What follows belongs to an exercise in optimizing a design on an open flow for small area, a short achievable clock period and few clock cycles per item; a production flow would make more cautious choices.
The RTL was checked by simulation tests, not by an equivalence proof against the original design.

==> flow/design.v <==
package des_pkg;
    typedef logic [63:0] block_t;
    typedef logic [31:0] half_t;
    typedef logic [55:0] cd_t;
    typedef logic [47:0] subkey_t;
    typedef logic [5:0]  sbox_in_t;
    typedef logic [3:0]  sbox_out_t;
    typedef logic [3:0]  round_idx_t;
    typedef enum logic [1:0] {
        st_idle,
        st_run,
        st_done
    } des_state_t;
    localparam int des_rounds = 16;
    localparam logic [15:0] shift_sched = 16'b1000_0001_0000_0011;
    localparam logic [64*8-1:0] ip_tab = {
        8'd58, 8'd50, 8'd42, 8'd34, 8'd26, 8'd18, 8'd10, 8'd2, 8'd60, 8'd52, 8'd44, 8'd36, 8'd28, 8'd20, 8'd12, 8'd4,
        8'd62, 8'd54, 8'd46, 8'd38, 8'd30, 8'd22, 8'd14, 8'd6, 8'd64, 8'd56, 8'd48, 8'd40, 8'd32, 8'd24, 8'd16, 8'd8,
        8'd57, 8'd49, 8'd41, 8'd33, 8'd25, 8'd17, 8'd9, 8'd1, 8'd59, 8'd51, 8'd43, 8'd35, 8'd27, 8'd19, 8'd11, 8'd3,
        8'd61, 8'd53, 8'd45, 8'd37, 8'd29, 8'd21, 8'd13, 8'd5, 8'd63, 8'd55, 8'd47, 8'd39, 8'd31, 8'd23, 8'd15, 8'd7
    };
    localparam logic [64*8-1:0] fp_tab = {
        8'd40, 8'd8, 8'd48, 8'd16, 8'd56, 8'd24, 8'd64, 8'd32, 8'd39, 8'd7, 8'd47, 8'd15, 8'd55, 8'd23, 8'd63, 8'd31,
        8'd38, 8'd6, 8'd46, 8'd14, 8'd54, 8'd22, 8'd62, 8'd30, 8'd37, 8'd5, 8'd45, 8'd13, 8'd53, 8'd21, 8'd61, 8'd29,
        8'd36, 8'd4, 8'd44, 8'd12, 8'd52, 8'd20, 8'd60, 8'd28, 8'd35, 8'd3, 8'd43, 8'd11, 8'd51, 8'd19, 8'd59, 8'd27,
        8'd34, 8'd2, 8'd42, 8'd10, 8'd50, 8'd18, 8'd58, 8'd26, 8'd33, 8'd1, 8'd41, 8'd9, 8'd49, 8'd17, 8'd57, 8'd25
    };
    localparam logic [48*8-1:0] e_tab = {
        8'd32, 8'd1, 8'd2, 8'd3, 8'd4, 8'd5, 8'd4, 8'd5, 8'd6, 8'd7, 8'd8, 8'd9, 8'd8, 8'd9, 8'd10, 8'd11,
        8'd12, 8'd13, 8'd12, 8'd13, 8'd14, 8'd15, 8'd16, 8'd17, 8'd16, 8'd17, 8'd18, 8'd19, 8'd20, 8'd21, 8'd20, 8'd21,
        8'd22, 8'd23, 8'd24, 8'd25, 8'd24, 8'd25, 8'd26, 8'd27, 8'd28, 8'd29, 8'd28, 8'd29, 8'd30, 8'd31, 8'd32, 8'd1
    };
    localparam logic [32*8-1:0] p_tab = {
        8'd16, 8'd7, 8'd20, 8'd21, 8'd29, 8'd12, 8'd28, 8'd17, 8'd1, 8'd15, 8'd23, 8'd26, 8'd5, 8'd18, 8'd31, 8'd10,
        8'd2, 8'd8, 8'd24, 8'd14, 8'd32, 8'd27, 8'd3, 8'd9, 8'd19, 8'd13, 8'd30, 8'd6, 8'd22, 8'd11, 8'd4, 8'd25
    };
    localparam logic [56*8-1:0] pc1_tab = {
        8'd57, 8'd49, 8'd41, 8'd33, 8'd25, 8'd17, 8'd9, 8'd1, 8'd58, 8'd50, 8'd42, 8'd34, 8'd26, 8'd18, 8'd10, 8'd2,
        8'd59, 8'd51, 8'd43, 8'd35, 8'd27, 8'd19, 8'd11, 8'd3, 8'd60, 8'd52, 8'd44, 8'd36, 8'd63, 8'd55, 8'd47, 8'd39,
        8'd31, 8'd23, 8'd15, 8'd7, 8'd62, 8'd54, 8'd46, 8'd38, 8'd30, 8'd22, 8'd14, 8'd6, 8'd61, 8'd53, 8'd45, 8'd37,
        8'd29, 8'd21, 8'd13, 8'd5, 8'd28, 8'd20, 8'd12, 8'd4
    };
    localparam logic [48*8-1:0] pc2_tab = {
        8'd14, 8'd17, 8'd11, 8'd24, 8'd1, 8'd5, 8'd3, 8'd28, 8'd15, 8'd6, 8'd21, 8'd10, 8'd23, 8'd19, 8'd12, 8'd4,
        8'd26, 8'd8, 8'd16, 8'd7, 8'd27, 8'd20, 8'd13, 8'd2, 8'd41, 8'd52, 8'd31, 8'd37, 8'd47, 8'd55, 8'd30, 8'd40,
        8'd51, 8'd45, 8'd33, 8'd48, 8'd44, 8'd49, 8'd39, 8'd56, 8'd34, 8'd53, 8'd46, 8'd42, 8'd50, 8'd36, 8'd29, 8'd32
    };
    function automatic block_t initial_perm(block_t x);
        block_t r;
        for (int i = 0; i < 64; i++) begin
            r[63 - i] = x[64 - ip_tab[(63 - i) * 8 +: 8]];
        end
        initial_perm = r;
    endfunction
    function automatic block_t final_perm(block_t x);
        block_t r;
        for (int i = 0; i < 64; i++) begin
            r[63 - i] = x[64 - fp_tab[(63 - i) * 8 +: 8]];
        end
        final_perm = r;
    endfunction
    function automatic subkey_t expand(half_t x);
        subkey_t r;
        for (int i = 0; i < 48; i++) begin
            r[47 - i] = x[32 - e_tab[(47 - i) * 8 +: 8]];
        end
        expand = r;
    endfunction
    function automatic half_t p_perm(half_t x);
        half_t r;
        for (int i = 0; i < 32; i++) begin
            r[31 - i] = x[32 - p_tab[(31 - i) * 8 +: 8]];
        end
        p_perm = r;
    endfunction
    function automatic cd_t pc1(block_t x);
        cd_t r;
        for (int i = 0; i < 56; i++) begin
            r[55 - i] = x[64 - pc1_tab[(55 - i) * 8 +: 8]];
        end
        pc1 = r;
    endfunction
    function automatic subkey_t pc2(cd_t x);
        subkey_t r;
        for (int i = 0; i < 48; i++) begin
            r[47 - i] = x[56 - pc2_tab[(47 - i) * 8 +: 8]];
        end
        pc2 = r;
    endfunction
endpackage
`timescale 1ns/1ns
module des_sbox (
    input  des_pkg::subkey_t mixed,
    output des_pkg::half_t   sub
);
    logic [5:0] x0;
    logic [3:0] t0 [4];
    assign x0 = mixed[47:42];
    always_comb begin
        case ({x0[4], x0[3], x0[2], x0[1]})
            4'd0: t0[0] = 4'd14;
            4'd1: t0[0] = 4'd4;
            4'd2: t0[0] = 4'd13;
            4'd3: t0[0] = 4'd1;
            4'd4: t0[0] = 4'd2;
            4'd5: t0[0] = 4'd15;
            4'd6: t0[0] = 4'd11;
            4'd7: t0[0] = 4'd8;
            4'd8: t0[0] = 4'd3;
            4'd9: t0[0] = 4'd10;
            4'd10: t0[0] = 4'd6;
            4'd11: t0[0] = 4'd12;
            4'd12: t0[0] = 4'd5;
            4'd13: t0[0] = 4'd9;
            4'd14: t0[0] = 4'd0;
            4'd15: t0[0] = 4'd7;
            default: t0[0] = 4'd0;
        endcase
    end
    always_comb begin
        case ({x0[4], x0[3], x0[2], x0[1]})
            4'd0: t0[1] = 4'd0;
            4'd1: t0[1] = 4'd15;
            4'd2: t0[1] = 4'd7;
            4'd3: t0[1] = 4'd4;
            4'd4: t0[1] = 4'd14;
            4'd5: t0[1] = 4'd2;
            4'd6: t0[1] = 4'd13;
            4'd7: t0[1] = 4'd1;
            4'd8: t0[1] = 4'd10;
            4'd9: t0[1] = 4'd6;
            4'd10: t0[1] = 4'd12;
            4'd11: t0[1] = 4'd11;
            4'd12: t0[1] = 4'd9;
            4'd13: t0[1] = 4'd5;
            4'd14: t0[1] = 4'd3;
            4'd15: t0[1] = 4'd8;
            default: t0[1] = 4'd0;
        endcase
    end
    always_comb begin
        case ({x0[4], x0[3], x0[2], x0[1]})
            4'd0: t0[2] = 4'd4;
            4'd1: t0[2] = 4'd1;
            4'd2: t0[2] = 4'd14;
            4'd3: t0[2] = 4'd8;
            4'd4: t0[2] = 4'd13;
            4'd5: t0[2] = 4'd6;
            4'd6: t0[2] = 4'd2;
            4'd7: t0[2] = 4'd11;
            4'd8: t0[2] = 4'd15;
            4'd9: t0[2] = 4'd12;
            4'd10: t0[2] = 4'd9;
            4'd11: t0[2] = 4'd7;
            4'd12: t0[2] = 4'd3;
            4'd13: t0[2] = 4'd10;
            4'd14: t0[2] = 4'd5;
            4'd15: t0[2] = 4'd0;
            default: t0[2] = 4'd0;
        endcase
    end
    always_comb begin
        case ({x0[4], x0[3], x0[2], x0[1]})
            4'd0: t0[3] = 4'd15;
            4'd1: t0[3] = 4'd12;
            4'd2: t0[3] = 4'd8;
            4'd3: t0[3] = 4'd2;
            4'd4: t0[3] = 4'd4;
            4'd5: t0[3] = 4'd9;
            4'd6: t0[3] = 4'd1;
            4'd7: t0[3] = 4'd7;
            4'd8: t0[3] = 4'd5;
            4'd9: t0[3] = 4'd11;
            4'd10: t0[3] = 4'd3;
            4'd11: t0[3] = 4'd14;
            4'd12: t0[3] = 4'd10;
            4'd13: t0[3] = 4'd0;
            4'd14: t0[3] = 4'd6;
            4'd15: t0[3] = 4'd13;
            default: t0[3] = 4'd0;
        endcase
    end
    assign sub[31:28] = t0[{x0[5], x0[0]}];
    logic [5:0] x1;
    logic [3:0] t1 [4];
    assign x1 = mixed[41:36];
    always_comb begin
        case ({x1[4], x1[3], x1[2], x1[0]})
            4'd0: t1[0] = 4'd15;
            4'd1: t1[0] = 4'd3;
            4'd2: t1[0] = 4'd8;
            4'd3: t1[0] = 4'd4;
            4'd4: t1[0] = 4'd6;
            4'd5: t1[0] = 4'd15;
            4'd6: t1[0] = 4'd3;
            4'd7: t1[0] = 4'd8;
            4'd8: t1[0] = 4'd9;
            4'd9: t1[0] = 4'd12;
            4'd10: t1[0] = 4'd2;
            4'd11: t1[0] = 4'd1;
            4'd12: t1[0] = 4'd12;
            4'd13: t1[0] = 4'd6;
            4'd14: t1[0] = 4'd5;
            4'd15: t1[0] = 4'd11;
            default: t1[0] = 4'd0;
        endcase
    end
    always_comb begin
        case ({x1[4], x1[3], x1[2], x1[0]})
            4'd0: t1[1] = 4'd1;
            4'd1: t1[1] = 4'd13;
            4'd2: t1[1] = 4'd14;
            4'd3: t1[1] = 4'd7;
            4'd4: t1[1] = 4'd11;
            4'd5: t1[1] = 4'd2;
            4'd6: t1[1] = 4'd4;
            4'd7: t1[1] = 4'd14;
            4'd8: t1[1] = 4'd7;
            4'd9: t1[1] = 4'd0;
            4'd10: t1[1] = 4'd13;
            4'd11: t1[1] = 4'd10;
            4'd12: t1[1] = 4'd0;
            4'd13: t1[1] = 4'd9;
            4'd14: t1[1] = 4'd10;
            4'd15: t1[1] = 4'd5;
            default: t1[1] = 4'd0;
        endcase
    end
    always_comb begin
        case ({x1[4], x1[3], x1[2], x1[0]})
            4'd0: t1[2] = 4'd0;
            4'd1: t1[2] = 4'd13;
            4'd2: t1[2] = 4'd7;
            4'd3: t1[2] = 4'd10;
            4'd4: t1[2] = 4'd10;
            4'd5: t1[2] = 4'd3;
            4'd6: t1[2] = 4'd13;
            4'd7: t1[2] = 4'd4;
            4'd8: t1[2] = 4'd5;
            4'd9: t1[2] = 4'd11;
            4'd10: t1[2] = 4'd12;
            4'd11: t1[2] = 4'd7;
            4'd12: t1[2] = 4'd9;
            4'd13: t1[2] = 4'd0;
            4'd14: t1[2] = 4'd2;
            4'd15: t1[2] = 4'd14;
            default: t1[2] = 4'd0;
        endcase
    end
    always_comb begin
        case ({x1[4], x1[3], x1[2], x1[0]})
            4'd0: t1[3] = 4'd14;
            4'd1: t1[3] = 4'd8;
            4'd2: t1[3] = 4'd11;
            4'd3: t1[3] = 4'd1;
            4'd4: t1[3] = 4'd4;
            4'd5: t1[3] = 4'd15;
            4'd6: t1[3] = 4'd1;
            4'd7: t1[3] = 4'd2;
            4'd8: t1[3] = 4'd8;
            4'd9: t1[3] = 4'd6;
            4'd10: t1[3] = 4'd6;
            4'd11: t1[3] = 4'd12;
            4'd12: t1[3] = 4'd3;
            4'd13: t1[3] = 4'd5;
            4'd14: t1[3] = 4'd15;
            4'd15: t1[3] = 4'd9;
            default: t1[3] = 4'd0;
        endcase
    end
    assign sub[27:24] = t1[{x1[5], x1[1]}];
    logic [5:0] x2;
    logic [3:0] t2 [4];
    assign x2 = mixed[35:30];
    always_comb begin
        case ({x2[5], x2[4], x2[1], x2[0]})
            4'd0: t2[0] = 4'd10;
            4'd1: t2[0] = 4'd13;
            4'd2: t2[0] = 4'd0;
            4'd3: t2[0] = 4'd7;
            4'd4: t2[0] = 4'd1;
            4'd5: t2[0] = 4'd2;
            4'd6: t2[0] = 4'd13;
            4'd7: t2[0] = 4'd8;
            4'd8: t2[0] = 4'd13;
            4'd9: t2[0] = 4'd1;
            4'd10: t2[0] = 4'd6;
            4'd11: t2[0] = 4'd10;
            4'd12: t2[0] = 4'd11;
            4'd13: t2[0] = 4'd4;
            4'd14: t2[0] = 4'd1;
            4'd15: t2[0] = 4'd15;
            default: t2[0] = 4'd0;
        endcase
    end
    always_comb begin
        case ({x2[5], x2[4], x2[1], x2[0]})
            4'd0: t2[1] = 4'd9;
            4'd1: t2[1] = 4'd0;
            4'd2: t2[1] = 4'd14;
            4'd3: t2[1] = 4'd9;
            4'd4: t2[1] = 4'd12;
            4'd5: t2[1] = 4'd5;
            4'd6: t2[1] = 4'd7;
            4'd7: t2[1] = 4'd14;
            4'd8: t2[1] = 4'd4;
            4'd9: t2[1] = 4'd13;
            4'd10: t2[1] = 4'd9;
            4'd11: t2[1] = 4'd0;
            4'd12: t2[1] = 4'd2;
            4'd13: t2[1] = 4'd14;
            4'd14: t2[1] = 4'd12;
            4'd15: t2[1] = 4'd3;
            default: t2[1] = 4'd0;
        endcase
    end
    always_comb begin
        case ({x2[5], x2[4], x2[1], x2[0]})
            4'd0: t2[2] = 4'd6;
            4'd1: t2[2] = 4'd3;
            4'd2: t2[2] = 4'd3;
            4'd3: t2[2] = 4'd4;
            4'd4: t2[2] = 4'd11;
            4'd5: t2[2] = 4'd12;
            4'd6: t2[2] = 4'd4;
            4'd7: t2[2] = 4'd11;
            4'd8: t2[2] = 4'd8;
            4'd9: t2[2] = 4'd6;
            4'd10: t2[2] = 4'd15;
            4'd11: t2[2] = 4'd9;
            4'd12: t2[2] = 4'd5;
            4'd13: t2[2] = 4'd11;
            4'd14: t2[2] = 4'd10;
            4'd15: t2[2] = 4'd5;
            default: t2[2] = 4'd0;
        endcase
    end
    always_comb begin
        case ({x2[5], x2[4], x2[1], x2[0]})
            4'd0: t2[3] = 4'd15;
            4'd1: t2[3] = 4'd6;
            4'd2: t2[3] = 4'd5;
            4'd3: t2[3] = 4'd10;
            4'd4: t2[3] = 4'd2;
            4'd5: t2[3] = 4'd15;
            4'd6: t2[3] = 4'd8;
            4'd7: t2[3] = 4'd1;
            4'd8: t2[3] = 4'd3;
            4'd9: t2[3] = 4'd8;
            4'd10: t2[3] = 4'd0;
            4'd11: t2[3] = 4'd7;
            4'd12: t2[3] = 4'd14;
            4'd13: t2[3] = 4'd2;
            4'd14: t2[3] = 4'd7;
            4'd15: t2[3] = 4'd12;
            default: t2[3] = 4'd0;
        endcase
    end
    assign sub[23:20] = t2[{x2[3], x2[2]}];
    logic [5:0] x3;
    logic [3:0] t3 [4];
    assign x3 = mixed[29:24];
    always_comb begin
        case ({x3[4], x3[3], x3[2], x3[1]})
            4'd0: t3[0] = 4'd7;
            4'd1: t3[0] = 4'd13;
            4'd2: t3[0] = 4'd14;
            4'd3: t3[0] = 4'd3;
            4'd4: t3[0] = 4'd0;
            4'd5: t3[0] = 4'd6;
            4'd6: t3[0] = 4'd9;
            4'd7: t3[0] = 4'd10;
            4'd8: t3[0] = 4'd1;
            4'd9: t3[0] = 4'd2;
            4'd10: t3[0] = 4'd8;
            4'd11: t3[0] = 4'd5;
            4'd12: t3[0] = 4'd11;
            4'd13: t3[0] = 4'd12;
            4'd14: t3[0] = 4'd4;
            4'd15: t3[0] = 4'd15;
            default: t3[0] = 4'd0;
        endcase
    end
    always_comb begin
        case ({x3[4], x3[3], x3[2], x3[1]})
            4'd0: t3[1] = 4'd13;
            4'd1: t3[1] = 4'd8;
            4'd2: t3[1] = 4'd11;
            4'd3: t3[1] = 4'd5;
            4'd4: t3[1] = 4'd6;
            4'd5: t3[1] = 4'd15;
            4'd6: t3[1] = 4'd0;
            4'd7: t3[1] = 4'd3;
            4'd8: t3[1] = 4'd4;
            4'd9: t3[1] = 4'd7;
            4'd10: t3[1] = 4'd2;
            4'd11: t3[1] = 4'd12;
            4'd12: t3[1] = 4'd1;
            4'd13: t3[1] = 4'd10;
            4'd14: t3[1] = 4'd14;
            4'd15: t3[1] = 4'd9;
            default: t3[1] = 4'd0;
        endcase
    end
    always_comb begin
        case ({x3[4], x3[3], x3[2], x3[1]})
            4'd0: t3[2] = 4'd10;
            4'd1: t3[2] = 4'd6;
            4'd2: t3[2] = 4'd9;
            4'd3: t3[2] = 4'd0;
            4'd4: t3[2] = 4'd12;
            4'd5: t3[2] = 4'd11;
            4'd6: t3[2] = 4'd7;
            4'd7: t3[2] = 4'd13;
            4'd8: t3[2] = 4'd15;
            4'd9: t3[2] = 4'd1;
            4'd10: t3[2] = 4'd3;
            4'd11: t3[2] = 4'd14;
            4'd12: t3[2] = 4'd5;
            4'd13: t3[2] = 4'd2;
            4'd14: t3[2] = 4'd8;
            4'd15: t3[2] = 4'd4;
            default: t3[2] = 4'd0;
        endcase
    end
    always_comb begin
        case ({x3[4], x3[3], x3[2], x3[1]})
            4'd0: t3[3] = 4'd3;
            4'd1: t3[3] = 4'd15;
            4'd2: t3[3] = 4'd0;
            4'd3: t3[3] = 4'd6;
            4'd4: t3[3] = 4'd10;
            4'd5: t3[3] = 4'd1;
            4'd6: t3[3] = 4'd13;
            4'd7: t3[3] = 4'd8;
            4'd8: t3[3] = 4'd9;
            4'd9: t3[3] = 4'd4;
            4'd10: t3[3] = 4'd5;
            4'd11: t3[3] = 4'd11;
            4'd12: t3[3] = 4'd12;
            4'd13: t3[3] = 4'd7;
            4'd14: t3[3] = 4'd2;
            4'd15: t3[3] = 4'd14;
            default: t3[3] = 4'd0;
        endcase
    end
    assign sub[19:16] = t3[{x3[5], x3[0]}];
    logic [5:0] x4;
    logic [3:0] t4 [4];
    assign x4 = mixed[23:18];
    always_comb begin
        case ({x4[5], x4[4], x4[2], x4[1]})
            4'd0: t4[0] = 4'd2;
            4'd1: t4[0] = 4'd12;
            4'd2: t4[0] = 4'd4;
            4'd3: t4[0] = 4'd1;
            4'd4: t4[0] = 4'd8;
            4'd5: t4[0] = 4'd5;
            4'd6: t4[0] = 4'd3;
            4'd7: t4[0] = 4'd15;
            4'd8: t4[0] = 4'd4;
            4'd9: t4[0] = 4'd2;
            4'd10: t4[0] = 4'd1;
            4'd11: t4[0] = 4'd11;
            4'd12: t4[0] = 4'd15;
            4'd13: t4[0] = 4'd9;
            4'd14: t4[0] = 4'd12;
            4'd15: t4[0] = 4'd5;
            default: t4[0] = 4'd0;
        endcase
    end
    always_comb begin
        case ({x4[5], x4[4], x4[2], x4[1]})
            4'd0: t4[1] = 4'd14;
            4'd1: t4[1] = 4'd11;
            4'd2: t4[1] = 4'd2;
            4'd3: t4[1] = 4'd12;
            4'd4: t4[1] = 4'd5;
            4'd5: t4[1] = 4'd0;
            4'd6: t4[1] = 4'd15;
            4'd7: t4[1] = 4'd10;
            4'd8: t4[1] = 4'd11;
            4'd9: t4[1] = 4'd8;
            4'd10: t4[1] = 4'd12;
            4'd11: t4[1] = 4'd7;
            4'd12: t4[1] = 4'd6;
            4'd13: t4[1] = 4'd15;
            4'd14: t4[1] = 4'd0;
            4'd15: t4[1] = 4'd9;
            default: t4[1] = 4'd0;
        endcase
    end
    always_comb begin
        case ({x4[5], x4[4], x4[2], x4[1]})
            4'd0: t4[2] = 4'd7;
            4'd1: t4[2] = 4'd10;
            4'd2: t4[2] = 4'd11;
            4'd3: t4[2] = 4'd6;
            4'd4: t4[2] = 4'd13;
            4'd5: t4[2] = 4'd0;
            4'd6: t4[2] = 4'd14;
            4'd7: t4[2] = 4'd9;
            4'd8: t4[2] = 4'd10;
            4'd9: t4[2] = 4'd13;
            4'd10: t4[2] = 4'd7;
            4'd11: t4[2] = 4'd8;
            4'd12: t4[2] = 4'd6;
            4'd13: t4[2] = 4'd3;
            4'd14: t4[2] = 4'd0;
            4'd15: t4[2] = 4'd14;
            default: t4[2] = 4'd0;
        endcase
    end
    always_comb begin
        case ({x4[5], x4[4], x4[2], x4[1]})
            4'd0: t4[3] = 4'd4;
            4'd1: t4[3] = 4'd7;
            4'd2: t4[3] = 4'd13;
            4'd3: t4[3] = 4'd1;
            4'd4: t4[3] = 4'd3;
            4'd5: t4[3] = 4'd9;
            4'd6: t4[3] = 4'd8;
            4'd7: t4[3] = 4'd6;
            4'd8: t4[3] = 4'd1;
            4'd9: t4[3] = 4'd14;
            4'd10: t4[3] = 4'd2;
            4'd11: t4[3] = 4'd13;
            4'd12: t4[3] = 4'd10;
            4'd13: t4[3] = 4'd4;
            4'd14: t4[3] = 4'd5;
            4'd15: t4[3] = 4'd3;
            default: t4[3] = 4'd0;
        endcase
    end
    assign sub[15:12] = t4[{x4[3], x4[0]}];
    logic [5:0] x5;
    logic [3:0] t5 [4];
    assign x5 = mixed[17:12];
    always_comb begin
        case ({x5[5], x5[4], x5[3], x5[0]})
            4'd0: t5[0] = 4'd12;
            4'd1: t5[0] = 4'd10;
            4'd2: t5[0] = 4'd9;
            4'd3: t5[0] = 4'd7;
            4'd4: t5[0] = 4'd0;
            4'd5: t5[0] = 4'd6;
            4'd6: t5[0] = 4'd14;
            4'd7: t5[0] = 4'd0;
            4'd8: t5[0] = 4'd9;
            4'd9: t5[0] = 4'd4;
            4'd10: t5[0] = 4'd2;
            4'd11: t5[0] = 4'd9;
            4'd12: t5[0] = 4'd7;
            4'd13: t5[0] = 4'd11;
            4'd14: t5[0] = 4'd1;
            4'd15: t5[0] = 4'd6;
            default: t5[0] = 4'd0;
        endcase
    end
    always_comb begin
        case ({x5[5], x5[4], x5[3], x5[0]})
            4'd0: t5[1] = 4'd1;
            4'd1: t5[1] = 4'd15;
            4'd2: t5[1] = 4'd2;
            4'd3: t5[1] = 4'd12;
            4'd4: t5[1] = 4'd13;
            4'd5: t5[1] = 4'd1;
            4'd6: t5[1] = 4'd7;
            4'd7: t5[1] = 4'd11;
            4'd8: t5[1] = 4'd14;
            4'd9: t5[1] = 4'd3;
            4'd10: t5[1] = 4'd8;
            4'd11: t5[1] = 4'd5;
            4'd12: t5[1] = 4'd0;
            4'd13: t5[1] = 4'd14;
            4'd14: t5[1] = 4'd13;
            4'd15: t5[1] = 4'd0;
            default: t5[1] = 4'd0;
        endcase
    end
    always_comb begin
        case ({x5[5], x5[4], x5[3], x5[0]})
            4'd0: t5[2] = 4'd10;
            4'd1: t5[2] = 4'd4;
            4'd2: t5[2] = 4'd6;
            4'd3: t5[2] = 4'd9;
            4'd4: t5[2] = 4'd3;
            4'd5: t5[2] = 4'd13;
            4'd6: t5[2] = 4'd5;
            4'd7: t5[2] = 4'd3;
            4'd8: t5[2] = 4'd15;
            4'd9: t5[2] = 4'd2;
            4'd10: t5[2] = 4'd12;
            4'd11: t5[2] = 4'd15;
            4'd12: t5[2] = 4'd4;
            4'd13: t5[2] = 4'd1;
            4'd14: t5[2] = 4'd11;
            4'd15: t5[2] = 4'd8;
            default: t5[2] = 4'd0;
        endcase
    end
    always_comb begin
        case ({x5[5], x5[4], x5[3], x5[0]})
            4'd0: t5[3] = 4'd15;
            4'd1: t5[3] = 4'd2;
            4'd2: t5[3] = 4'd8;
            4'd3: t5[3] = 4'd5;
            4'd4: t5[3] = 4'd4;
            4'd5: t5[3] = 4'd14;
            4'd6: t5[3] = 4'd11;
            4'd7: t5[3] = 4'd8;
            4'd8: t5[3] = 4'd5;
            4'd9: t5[3] = 4'd12;
            4'd10: t5[3] = 4'd3;
            4'd11: t5[3] = 4'd10;
            4'd12: t5[3] = 4'd10;
            4'd13: t5[3] = 4'd7;
            4'd14: t5[3] = 4'd6;
            4'd15: t5[3] = 4'd13;
            default: t5[3] = 4'd0;
        endcase
    end
    assign sub[11:8] = t5[{x5[2], x5[1]}];
    logic [5:0] x6;
    logic [3:0] t6 [4];
    assign x6 = mixed[11:6];
    always_comb begin
        case ({x6[4], x6[3], x6[2], x6[1]})
            4'd0: t6[0] = 4'd4;
            4'd1: t6[0] = 4'd11;
            4'd2: t6[0] = 4'd2;
            4'd3: t6[0] = 4'd14;
            4'd4: t6[0] = 4'd15;
            4'd5: t6[0] = 4'd0;
            4'd6: t6[0] = 4'd8;
            4'd7: t6[0] = 4'd13;
            4'd8: t6[0] = 4'd3;
            4'd9: t6[0] = 4'd12;
            4'd10: t6[0] = 4'd9;
            4'd11: t6[0] = 4'd7;
            4'd12: t6[0] = 4'd5;
            4'd13: t6[0] = 4'd10;
            4'd14: t6[0] = 4'd6;
            4'd15: t6[0] = 4'd1;
            default: t6[0] = 4'd0;
        endcase
    end
    always_comb begin
        case ({x6[4], x6[3], x6[2], x6[1]})
            4'd0: t6[1] = 4'd13;
            4'd1: t6[1] = 4'd0;
            4'd2: t6[1] = 4'd11;
            4'd3: t6[1] = 4'd7;
            4'd4: t6[1] = 4'd4;
            4'd5: t6[1] = 4'd9;
            4'd6: t6[1] = 4'd1;
            4'd7: t6[1] = 4'd10;
            4'd8: t6[1] = 4'd14;
            4'd9: t6[1] = 4'd3;
            4'd10: t6[1] = 4'd5;
            4'd11: t6[1] = 4'd12;
            4'd12: t6[1] = 4'd2;
            4'd13: t6[1] = 4'd15;
            4'd14: t6[1] = 4'd8;
            4'd15: t6[1] = 4'd6;
            default: t6[1] = 4'd0;
        endcase
    end
    always_comb begin
        case ({x6[4], x6[3], x6[2], x6[1]})
            4'd0: t6[2] = 4'd1;
            4'd1: t6[2] = 4'd4;
            4'd2: t6[2] = 4'd11;
            4'd3: t6[2] = 4'd13;
            4'd4: t6[2] = 4'd12;
            4'd5: t6[2] = 4'd3;
            4'd6: t6[2] = 4'd7;
            4'd7: t6[2] = 4'd14;
            4'd8: t6[2] = 4'd10;
            4'd9: t6[2] = 4'd15;
            4'd10: t6[2] = 4'd6;
            4'd11: t6[2] = 4'd8;
            4'd12: t6[2] = 4'd0;
            4'd13: t6[2] = 4'd5;
            4'd14: t6[2] = 4'd9;
            4'd15: t6[2] = 4'd2;
            default: t6[2] = 4'd0;
        endcase
    end
    always_comb begin
        case ({x6[4], x6[3], x6[2], x6[1]})
            4'd0: t6[3] = 4'd6;
            4'd1: t6[3] = 4'd11;
            4'd2: t6[3] = 4'd13;
            4'd3: t6[3] = 4'd8;
            4'd4: t6[3] = 4'd1;
            4'd5: t6[3] = 4'd4;
            4'd6: t6[3] = 4'd10;
            4'd7: t6[3] = 4'd7;
            4'd8: t6[3] = 4'd9;
            4'd9: t6[3] = 4'd5;
            4'd10: t6[3] = 4'd0;
            4'd11: t6[3] = 4'd15;
            4'd12: t6[3] = 4'd14;
            4'd13: t6[3] = 4'd2;
            4'd14: t6[3] = 4'd3;
            4'd15: t6[3] = 4'd12;
            default: t6[3] = 4'd0;
        endcase
    end
    assign sub[7:4] = t6[{x6[5], x6[0]}];
    logic [5:0] x7;
    logic [3:0] t7 [4];
    assign x7 = mixed[5:0];
    always_comb begin
        case ({x7[5], x7[4], x7[2], x7[1]})
            4'd0: t7[0] = 4'd13;
            4'd1: t7[0] = 4'd2;
            4'd2: t7[0] = 4'd8;
            4'd3: t7[0] = 4'd4;
            4'd4: t7[0] = 4'd10;
            4'd5: t7[0] = 4'd9;
            4'd6: t7[0] = 4'd3;
            4'd7: t7[0] = 4'd14;
            4'd8: t7[0] = 4'd7;
            4'd9: t7[0] = 4'd11;
            4'd10: t7[0] = 4'd4;
            4'd11: t7[0] = 4'd1;
            4'd12: t7[0] = 4'd0;
            4'd13: t7[0] = 4'd6;
            4'd14: t7[0] = 4'd10;
            4'd15: t7[0] = 4'd13;
            default: t7[0] = 4'd0;
        endcase
    end
    always_comb begin
        case ({x7[5], x7[4], x7[2], x7[1]})
            4'd0: t7[1] = 4'd1;
            4'd1: t7[1] = 4'd15;
            4'd2: t7[1] = 4'd13;
            4'd3: t7[1] = 4'd8;
            4'd4: t7[1] = 4'd12;
            4'd5: t7[1] = 4'd5;
            4'd6: t7[1] = 4'd6;
            4'd7: t7[1] = 4'd11;
            4'd8: t7[1] = 4'd2;
            4'd9: t7[1] = 4'd1;
            4'd10: t7[1] = 4'd14;
            4'd11: t7[1] = 4'd7;
            4'd12: t7[1] = 4'd15;
            4'd13: t7[1] = 4'd12;
            4'd14: t7[1] = 4'd9;
            4'd15: t7[1] = 4'd0;
            default: t7[1] = 4'd0;
        endcase
    end
    always_comb begin
        case ({x7[5], x7[4], x7[2], x7[1]})
            4'd0: t7[2] = 4'd6;
            4'd1: t7[2] = 4'd15;
            4'd2: t7[2] = 4'd11;
            4'd3: t7[2] = 4'd1;
            4'd4: t7[2] = 4'd5;
            4'd5: t7[2] = 4'd0;
            4'd6: t7[2] = 4'd12;
            4'd7: t7[2] = 4'd7;
            4'd8: t7[2] = 4'd9;
            4'd9: t7[2] = 4'd12;
            4'd10: t7[2] = 4'd14;
            4'd11: t7[2] = 4'd2;
            4'd12: t7[2] = 4'd15;
            4'd13: t7[2] = 4'd3;
            4'd14: t7[2] = 4'd5;
            4'd15: t7[2] = 4'd8;
            default: t7[2] = 4'd0;
        endcase
    end
    always_comb begin
        case ({x7[5], x7[4], x7[2], x7[1]})
            4'd0: t7[3] = 4'd10;
            4'd1: t7[3] = 4'd3;
            4'd2: t7[3] = 4'd7;
            4'd3: t7[3] = 4'd4;
            4'd4: t7[3] = 4'd0;
            4'd5: t7[3] = 4'd14;
            4'd6: t7[3] = 4'd9;
            4'd7: t7[3] = 4'd2;
            4'd8: t7[3] = 4'd4;
            4'd9: t7[3] = 4'd10;
            4'd10: t7[3] = 4'd8;
            4'd11: t7[3] = 4'd13;
            4'd12: t7[3] = 4'd3;
            4'd13: t7[3] = 4'd5;
            4'd14: t7[3] = 4'd6;
            4'd15: t7[3] = 4'd11;
            default: t7[3] = 4'd0;
        endcase
    end
    assign sub[3:0] = t7[{x7[3], x7[0]}];
endmodule
`timescale 1ns/1ns
module des_round (
    input  des_pkg::half_t   left,
    input  des_pkg::half_t   right,
    input  des_pkg::subkey_t subkey,
    output des_pkg::half_t   left_out,
    output des_pkg::half_t   right_out
);
    des_pkg::subkey_t mixed;
    des_pkg::half_t   sub;
    assign mixed = des_pkg::expand(right) ^ subkey;
    des_sbox u_sbox (
        .mixed (mixed),
        .sub   (sub)
    );
    assign left_out  = right;
    assign right_out = left ^ des_pkg::p_perm(sub);
endmodule
`timescale 1ns/1ns
module des_key_schedule (
    input  logic             ck,
    input  logic             rst,
    input  logic             key_capture,
    input  logic             decrypt,
    input  des_pkg::block_t  key,
    input  logic             round_en,
    input  logic             one_shift,
    output logic             pend,
    output des_pkg::subkey_t subkey
);
    des_pkg::cd_t cd;
    des_pkg::cd_t cd0;
    logic         dec;
    function automatic des_pkg::cd_t rotl(des_pkg::cd_t x, logic one);
        logic [27:0] c;
        logic [27:0] d;
        c = x[55:28];
        d = x[27:0];
        if (one) begin
            rotl = {c[26:0], c[27], d[26:0], d[27]};
        end else begin
            rotl = {c[25:0], c[27:26], d[25:0], d[27:26]};
        end
    endfunction
    function automatic des_pkg::cd_t rotr(des_pkg::cd_t x, logic one);
        logic [27:0] c;
        logic [27:0] d;
        c = x[55:28];
        d = x[27:0];
        if (one) begin
            rotr = {c[0], c[27:1], d[0], d[27:1]};
        end else begin
            rotr = {c[1:0], c[27:2], d[1:0], d[27:2]};
        end
    endfunction
    assign cd0 = des_pkg::pc1(key);
    always_ff @(posedge ck) begin
        if (rst) begin
            pend <= 1'b0;
        end else if (key_capture) begin
            pend <= !decrypt;
        end else begin
            pend <= 1'b0;
        end
    end
    logic sel_key;
    logic sel_l1;
    logic sel_l2;
    logic sel_r1;
    logic sel_r2;
    logic cd_en;
    assign sel_key = key_capture;
    assign sel_l1  = !key_capture && (pend || (round_en && !dec && one_shift));
    assign sel_l2  = !key_capture && !pend && round_en && !dec && !one_shift;
    assign sel_r1  = !key_capture && !pend && round_en && dec && one_shift;
    assign sel_r2  = !key_capture && !pend && round_en && dec && !one_shift;
    assign cd_en   = key_capture || pend || round_en;
    always_ff @(posedge ck) begin
        if (key_capture) begin
            dec <= decrypt;
        end
    end
    always_ff @(posedge ck) begin
        cd <= ({56{sel_key}} & cd0)
            | ({56{sel_l1}} & rotl(cd, 1'b1))
            | ({56{sel_l2}} & rotl(cd, 1'b0))
            | ({56{sel_r1}} & rotr(cd, 1'b1))
            | ({56{sel_r2}} & rotr(cd, 1'b0))
            | ({56{!cd_en}} & cd);
    end
    assign subkey = des_pkg::pc2(cd);
endmodule
`timescale 1ns/1ns
module des_block_path (
    input  logic             ck,
    input  logic             load_block,
    input  logic             round_en,
    input  des_pkg::block_t  din,
    input  des_pkg::subkey_t subkey,
    output des_pkg::block_t  dout
);
    des_pkg::block_t lr;
    des_pkg::half_t  left_n;
    des_pkg::half_t  right_n;
    des_round u_round (
        .left      (lr[63:32]),
        .right     (lr[31:0]),
        .subkey    (subkey),
        .left_out  (left_n),
        .right_out (right_n)
    );
    logic hold;
    assign hold = !load_block && !round_en;
    always_ff @(posedge ck) begin
        lr <= ({64{load_block}} & des_pkg::initial_perm(din))
            | ({64{round_en}} & {left_n, right_n})
            | ({64{hold}} & lr);
    end
    assign dout = des_pkg::final_perm({lr[31:0], lr[63:32]});
endmodule
`timescale 1ns/1ns
module des_control (
    input  logic ck,
    input  logic rst,
    input  logic start,
    input  logic key_load,
    input  logic pend,
    output logic key_capture,
    output logic load_block,
    output logic round_en,
    output logic one_shift,
    output logic done,
    output logic busy
);
    logic [3:0] step;
    assign key_capture = key_load && !busy;
    assign load_block  = start && !busy;
    assign round_en    = busy && !done && !pend;
    assign one_shift = (step == 4'd0) || (step == 4'd7) || (step == 4'd14) || (step == 4'd15);
    always_ff @(posedge ck) begin
        if (rst) begin
            busy <= 1'b0;
            done <= 1'b0;
            step <= '0;
        end else begin
            done <= round_en && (step == 4'd15);
            if (load_block) begin
                busy <= 1'b1;
            end else if (done) begin
                busy <= 1'b0;
            end
            if (round_en) begin
                step <= step + 1'b1;
            end
        end
    end
endmodule
`timescale 1ns/1ns
module des_core (
    input  logic            ck,
    input  logic            rst,
    input  logic            key_load,
    input  logic            decrypt,
    input  logic            start,
    input  des_pkg::block_t key,
    input  des_pkg::block_t din,
    output des_pkg::block_t dout,
    output logic            done,
    output logic            busy
);
    logic             key_capture;
    logic             load_block;
    logic             round_en;
    logic             one_shift;
    logic             pend;
    des_pkg::subkey_t subkey;
    des_control u_control (
        .ck          (ck),
        .rst         (rst),
        .start       (start),
        .key_load    (key_load),
        .pend        (pend),
        .key_capture (key_capture),
        .load_block  (load_block),
        .round_en    (round_en),
        .one_shift   (one_shift),
        .done        (done),
        .busy        (busy)
    );
    des_key_schedule u_key_schedule (
        .ck          (ck),
        .rst         (rst),
        .key_capture (key_capture),
        .decrypt     (decrypt),
        .key         (key),
        .round_en    (round_en),
        .one_shift   (one_shift),
        .pend        (pend),
        .subkey      (subkey)
    );
    des_block_path u_block_path (
        .ck         (ck),
        .load_block (load_block),
        .round_en   (round_en),
        .din        (din),
        .subkey     (subkey),
        .dout       (dout)
    );
endmodule
==> flow/flow/run.sh <==
#!/bin/bash
# The standard layout (standard.sh), with these changes to how it is made:
#  - the port buffers are plain buf_1 cells instead of the delay cells
#    buffer_ports picks by itself;
#  - synthesis skips the half/full-adder extraction (no ADDER_MAP_FILE), so the
#    S-box logic is left whole to ABC;
set -euo pipefail
export BUFFER_PORTS_ARGS="-buffer_cell sky130_fd_sc_hd__buf_1"
export ADDER_MAP_FILE=
if [[ -f flow/abc.script ]]; then
  rm -rf own_scripts
  cp -r "$FLOW_HOME/scripts" own_scripts
  cp flow/abc.script own_scripts/abc_area.script
  SCRIPTS_DIR="$PWD/own_scripts" bash standard.sh synth > flow_synth.log 2>&1
fi
bash standard.sh finish > flow_make.log 2>&1
==> flow/flow/abc.script <==
&get -n
&st
&dch -f
&nf -R 1000
&put
topo
stime -c
buffer -c
upsize -c
dnsize -c
==> flow/standard.sh <==
#!/bin/bash
# synth_recipe.tcl (not shown) runs the flow's synth.tcl, then flattens the netlist and writes it again
# the make line also repeats each setting of config.mk as NAME=value (left out here)
make -C /OpenROAD-flow-scripts/flow DESIGN_CONFIG=/design/flow/config.mk WORK_HOME=/design/flow/orfs CLKGATE_MAP_FILE= SYNTH_SCRIPT=/design/flow/synth_recipe.tcl "${@:-finish}"
==> flow/config.mk <==
export PLATFORM = sky130hd
export DESIGN_NAME = des_core
export DESIGN_NICKNAME = des_core
export VERILOG_FILES = /design/flow/design.v
export SDC_FILE = /design/flow/constraint.sdc
export NUM_CORES = 4
export LEC_CHECK = 0
export ABC_AREA = 1
export CAP_MARGIN = 20
export CORE_MARGIN = 2
export CORE_UTILIZATION = 40
export CTS_BUF_LIST = sky130_fd_sc_hd__clkbuf_4 sky130_fd_sc_hd__clkbuf_8
export SETUP_SLACK_MARGIN = 3.65
export SLEW_MARGIN = 20
==> flow/constraint.sdc <==
create_clock -name core_clock -period 6.0 [get_ports {ck}]
set_input_delay 1.2000 -clock core_clock [delete_from_list [all_inputs] [get_ports {ck}]]
set_output_delay 1.2000 -clock core_clock [all_outputs]
set_load 0.01 [all_outputs]
==> impl_metrics.toml <==
[timing]
fin_crit_ps = 2325
relSlewSlack_pct = 55.61
final-setup-viol-count = 0
clock-skew-final_ps = 12.14
hold_viol_final = 0
rsz0062_at_grt = "true"
timing.fmax_mhz = 430.1
tns_ps = 0
worstMarginPinSlew_ps = 663.4
final.period_utilization_pct = 38.75
drv_slew = 0

[power]
seq_power_share_pct = 23.7
power.internal_mw = 3.711
p_per_area_nw_per_um2 = 725.2
total_power_mw = 8.199
power_leakage_nw = 4.118
switchingPower_mw = 4.488
power_frac_comb_pct = 67.3
p_sw_share_pct = 54.74
clkPwrFrac_pct = 9.0
irDropWorstVdd_mv = 0.2380

[final_layout]
nNetsFinal = 1483
drive_gt1_share_pct = 15.70
n_antenna_cell = 0
area_delta_synth_final_pct = 22.27

[routing]
first_pass_iters = 12
post-route-drc-count = 0
ant_nets = 0
wl_um = 33770
drt_iter0_drc = 1604
wl_per_cell_um = 20.49
vias = 10480
avgViaCountPerCell = 6.358

[placed_design]
place.gp.congestion = 0.9122
hpwl_um = 23450
io_buffer_count = 190

[critical_path]
cp-startpoint = "u_block_path.lr[28]"
rr_startpoint = "u_block_path.lr[7]"
critPathBufInv = 1
max_stage_delay_ps = 490
critPathLaunchType = "register"
worstPathRequired_ps = 4800
cp_max_fo = 7
path_class = "reg2out"
cp_top_family = "flip-flops"
cp_slowest_cell = "dfxtp_2"
cp_cell_sequence = "buf_1"
endpoint_kind = "output port"
crit_arrival_ps = 1120

[synthesis]
synth_top_area_cell = "dfxtp_1"
synth_area_leaders = "dfxtp_1 27%, a222oi_1 12%, nand2_1 8.7%, xnor2_1 6.4%, a22oi_1 5.5%"
synthCells = 1245
seq_area_frac_synth_pct = 27.82
synthDistinctLibCells = 60
netlist_area_um2 = 9246
synth_most_common_cell = "nand2_1"
synth_top_flop_cell = "dfxtp_1"
syn_nets = 1378
synth-seq-cells = 128
syn_area_per_cell_um2 = 7.427
synth_top_area_share_pct = 27.50
yosys_warnings = 13
postSynth.asyncResetShare_pct = 0
synthTopCellsByCount = "215 x nand2_1, 127 x dfxtp_1, 112 x a222oi_1"
synth-edff-count = 1

[clocking]
clk_pin_slew_ps = 70
clkLatencyLatePin_ps = 450
htree_levels = 4
clock-sinks = 128
holdBufCountCts = 0
cts-root-buf = "clkbuf_8"
clock_path_buffers = 2
cts_buffers = 17
cts_tree = "yes"

[global_routing]
antenna_found_initial = 0
grt_max_degree = 62
first_global_vias = 9172
grt_use_met2_pct = 44.37
track_usage_pct = 26.90
use_met1_pct = 35.48
grt_use_met3_pct = 3.722
grt_remaining_overflow = 0
grt_pass1_wl_um = 51560
top_usage_layer = "met2"

[floorplanning]
rows = 55
die_area_um2 = 24350
initial_utilization_pct = 40.84
core_um2 = 22640
ioPinCount = 199
die_height_um = 156.0
die_w_um = 156.0

[job]
max_cap_viol_count = 0

[min_path]
hold_class = "reg2reg"
holdCritStartpoint = "u_block_path.lr[34]"

[outcome]
status = "complete, no violations"
[registers in the layout (all words and copies together), names as in the netlist]
name and count:
u_block_path.lr 64, u_key_schedule.dec 1, u_key_schedule.cd 56, u_control.busy 1
u_key_schedule.pend 1, u_control.done 1, u_control.step 4
[metal layers]
metal / wire length, um / share of wire (%) / vias to the layer above
li1: - / - / 4901
met1: 14210 / 42 / 4952
met2: 16000 / 47 / 553
met3: 2373 / 7.0 / 72
met4: 1194 / 3.5 / 0
met5: 0 / 0 / -
[power by group through the flow]
stage / combinational (mW) / sequential, mW / clock (mW)
2_1_floorplan: 4.02 / 1.42 / 0
3_3_place_gp: 5.00 / 1.75 / 0
3_5_place_dp: 4.94 / 1.75 / 0
6_report: 5.52 / 1.94 / 0.739
4_1_cts: 5.12 / 1.82 / 0.753
5_1_grt: 6.07 / 1.99 / 0.795
[final cells by class]
class	count	area (um2)
Timing Repair Buffer	213	912.1
Fill cell	2216	11330
Multi-Input combinational cell	987	6937
Tap cell	285	356.6
Clock inverter	13	130.1
Inverter	3	11.26
Sequential cell	128	2704
Clock buffer	19	255.2
[cells by family after synthesis]
group / Yosys count / synth area share (%)
compound gates: 442 / 34.37
buf+inv: 135 / 6.197
mux: 2 / 0.2165
xor+xnor: 131 / 13.02
flops: 128 / 27.82
simple gates: 407 / 18.38
[timing repair]
action | CTS | global route
setup endpoints to repair | 129 | 110
pin swaps | 5 | 9
gates resized for setup | 79 | 114
buffers inserted | 8 | 3
cloned | 5 | 0
[layout by cell type, fill, tap and decap left out, drive strengths merged, types with 9 or more instances in the layout]
cell / n
a21oi: 65
nor2: 114
xor2: 59
clkbuf: 20
a222oi: 112
a22oi: 68
dfxtp: 127
xnor2: 72
o31ai: 9
a31oi: 22
nand2: 215
buf: 212
nor3: 14
o21ai: 108
o211ai: 19
nand3: 33
[stage by stage]
step	worst slack, ps	hold WS, ps	instance area [um2]	std cells	utilization, %
global placement	2886	453.5	9911	1600	43.77
finish	3675	469.1	11310	1648	49.94
CTS	3620	468.4	10710	1645	47.31
global route	3615	486.4	11310	1648	49.94
floorplan	3597	443.8	9254	1245	-
detailed placement	2894	458.8	9911	1600	43.77
[final timing paths]
check	endpoint	slack, ps	cells after the start
hold / removal	u_block_path.lr[34]	470	2
setup / recovery	dout[30]	3680	1
hold reg to reg	u_block_path.lr[34]	470	2
setup reg to reg	u_block_path.lr[0]	3730	8
Testbench counts, summed over its fixed seeds: cycles 23,199, blocks 1,280.

## what the ideal ports hide
No port has a modelled driver above. Below, the same layout with a new extraction and two added sets of constraints. Step 1 assumes that a clkbuf_16 drives the clock port and a buf_2 every other input. Step 2 adds t to the input delays and takes it off the output delays; t is the mean of the earliest and latest rising clock arrival at the registers after step 1. Input paths then give back, and output paths get back, about the clock's delay inside the block. Three values: no drivers, after step 1, after step 2; two values: the first two.
t, ns: 0.491
setup slack, ns: 3.675 / 3.632 / 3.247
clock arrival spread, ns: 0.012 / 0.012
worst register clock-pin slew, ns: 0.09 / 0.09
After both steps this run still meets setup and hold. The setup slack of this run moves by -0.043 ns with the drivers and by -0.428 ns with both steps.
